This is an optimization exercise on Yosys and OpenROAD, whose aim is small area, not a production implementation. Function was checked by simulation only, so behaviour that the tests miss may differ from the original. Power is estimated from default activity; no workload was simulated.

==> inputs of v24 <==
==> flow/design.v (excerpt) <==
module reg_file
#(
  parameter int DATA_W = reg_file_pkg::DATA_W,
  parameter int ADDR_W = reg_file_pkg::ADDR_W
) (
  input  logic              i_clk,
  input  logic              i_rst,
  input  logic [ADDR_W-1:0] i_raddr_a,
  input  logic [ADDR_W-1:0] i_raddr_b,
  input  logic              i_we,
  input  logic [ADDR_W-1:0] i_waddr,
  input  logic [DATA_W-1:0] i_wdata,
  output logic [DATA_W-1:0] out_a,
  output logic [DATA_W-1:0] out_b,
  output logic [31:0]       wr_cnt
);
export LEC_CHECK = 0
export CAP_MARGIN = 0
export CORE_MARGIN = 2
export CORE_UTILIZATION = 70
export SETUP_SLACK_MARGIN = 0.1
export SLEW_MARGIN = 0
export SYNTH_HIERARCHICAL = 1
export SYNTH_MINIMUM_KEEP_SIZE = 0
create_clock -name core_clock -period 6.0 [get_ports {i_clk}]
standard.sh (not shown) runs the stock make flow with config.mk's settings and CLKGATE_MAP_FILE= SYNTH_SCRIPT=/design/flow/synth_recipe.tcl, a recipe that flattens the netlist after the stock synthesis.
==> flow/flow/run.sh <==
#!/bin/bash
# Layout flow: the standard ORFS flow (standard.sh, unchanged synthesis) with these
# changes to how the layout is made:
#  - ports are buffered with buf_1 instead of the default delay-buffer cell,
#  - clock tree synthesis uses clkbuf_8 with mid-size sink clusters and inserts no dummy loads.
# make's full output goes to make.log here; ORFS's own per-step logs stay under orfs/logs.
set -euo pipefail
bash standard.sh \
  "BUFFER_PORTS_ARGS=-buffer_cell sky130_fd_sc_hd__buf_1" \
  "CTS_ARGS=-sink_clustering_enable -repair_clock_nets -dont_use_dummy_load -buf_list sky130_fd_sc_hd__clkbuf_8 -sink_clustering_size 16 -sink_clustering_max_diameter 60" \
  finish > make.log 2>&1
==> v15 (differences from v24) <==
==> flow/flow/run.sh (replaced) <==
#!/bin/bash
# Layout flow: the standard ORFS flow (standard.sh, unchanged synthesis) with these
# changes to how the layout is made:
#  - ports are buffered with buf_1 instead of the default delay-buffer cell,
#  - clock tree synthesis uses clkbuf_16 with larger sink clusters and inserts no dummy loads.
# make's full output goes to make.log here; ORFS's own per-step logs stay under orfs/logs.
set -euo pipefail
bash standard.sh \
  "BUFFER_PORTS_ARGS=-buffer_cell sky130_fd_sc_hd__buf_1" \
  "CTS_ARGS=-sink_clustering_enable -repair_clock_nets -dont_use_dummy_load -buf_list sky130_fd_sc_hd__clkbuf_16 -sink_clustering_size 25 -sink_clustering_max_diameter 80" \
  finish > make.log 2>&1
==> flow/config.mk (replaced) <==
export PLATFORM = sky130hd
export DESIGN_NAME = reg_file
export DESIGN_NICKNAME = reg_file
export VERILOG_FILES = /design/flow/design.v
export SDC_FILE = /design/flow/constraint.sdc
export NUM_CORES = 4
export LEC_CHECK = 0
export CAP_MARGIN = 20
export CORE_MARGIN = 2
export CORE_UTILIZATION = 55
export GPL_TIMING_DRIVEN = 0
export SETUP_SLACK_MARGIN = 0.1
export SLEW_MARGIN = 20
export SYNTH_HIERARCHICAL = 1
export SYNTH_MINIMUM_KEEP_SIZE = 0
==> results.txt <==
- v24 finished with capacitance limit, slew limit left. v15 went through all stages and came out clean.
- Against v24, the sequential share of layout area of v15 is lower by 3.5 points.
- Between v24 and v15, the lower cell area is in v24 (gap about 5%, measured against v15).
- Of v15 and v24, v15 has the higher setup slack (gap 210 ps).
- Of v24 and v15, v15 has the higher routed wire length (gap 7.8%, measured against v15).
- Register-to-register slack is about the same in v24 and v15.
- In v15 the critical path depth is higher than in v24, by 1.
- Sequential power is about the same in v24 and v15.
- Utilization: v24 is higher than v15 (14 points).
- In v24 the die area is lower than in v15, by about 20%.
- Sequential cell count is the same in v24 and v15.
==> figures <==
Status: v15 finished clean; v24 failed layout checks
Reasons for failing layout checks: v15 -; v24 capacitance limit, slew limit
Total clock network power: v15 3650 µW; v24 3310 µW
Total power divided by cell area: v15 275 nW/µm²; v24 280 nW/µm²
Total Die Area: v15 77,200 µm²; v24 60,900 µm²
Utilization of the core after routing: v15 63.5%; v24 77.3%
Post-route met1 wirelength: v15 54,400 µm; v24 43,500 µm
Number of vias after detailed routing: v15 30.8k; v24 31.2k
Placement-stage worst setup slack: v15 812 ps; v24 885 ps
Worst voltage drop across the vdd grid: v15 0.253 mV; v24 0.255 mV
CTS Buf Count: v15 49; v24 76
DR WL/cell: v15 47.0 µm; v24 46.1 µm
Met3 GRT Util: v15 17.9%; v24 23.6%
Total of fill cells in the finished design: v15 5,286; v24 3,162
Fraction of power consumed by sequential logic: v15 64.0%; v24 66.3%
Multi-input combinational area share: v15 21.7%; v24 22.7%
Starting density of the core: v15 55.5%; v24 71.1%
ClkCell Share: v15 2.60%; v24 2.33%
Max incr delay on CP: v15 830 ps; v24 980 ps
Combined global-route utilization of all metal layers: v15 41.9%; v24 50.0%
Final std cells w/o fill: v15 3,511; v24 3,298
Worst relative slew slack: v15 35.7%; v24 -1.90%
Proportion of layout cells with a drive suffix above 1: v15 13.6%; v24 12.0%

[static timing again, ports no longer ideal]
Ports are ideal in the flow. The routed layouts listed here were re-timed in OpenROAD.
Step 1: set_driving_cell puts a clkbuf_16 on i_clk and a buf_2 on each other input, an assumption about the parent block.
Step 2 times the ports against the registers' clock, not the clock port: input delays grow and output delays shrink by t, the midpoint of the rising clock arrivals with the driver on.
Slacks: ideal ports / drivers / drivers and shift; pairs: ideal ports / drivers.
| run | t (ns) | setup slack, ns | worst setup path after step 2 | latest minus earliest clock arrival (ns) | pins driven straight from the clock port |
|---|---|---|---|---|---|
| v24 | 0.768 | 0.378 / 0.356 / 0.356 | input to output | 0.061 / 0.061 | 1 |
| v15 | 0.707 | 0.584 / 0.539 / 0.539 | input to output | 0.051 / 0.051 | 1 |
For v15, which loses most, drivers alone change the setup slack by -0.045 ns; drivers and shift together by -0.045 ns.
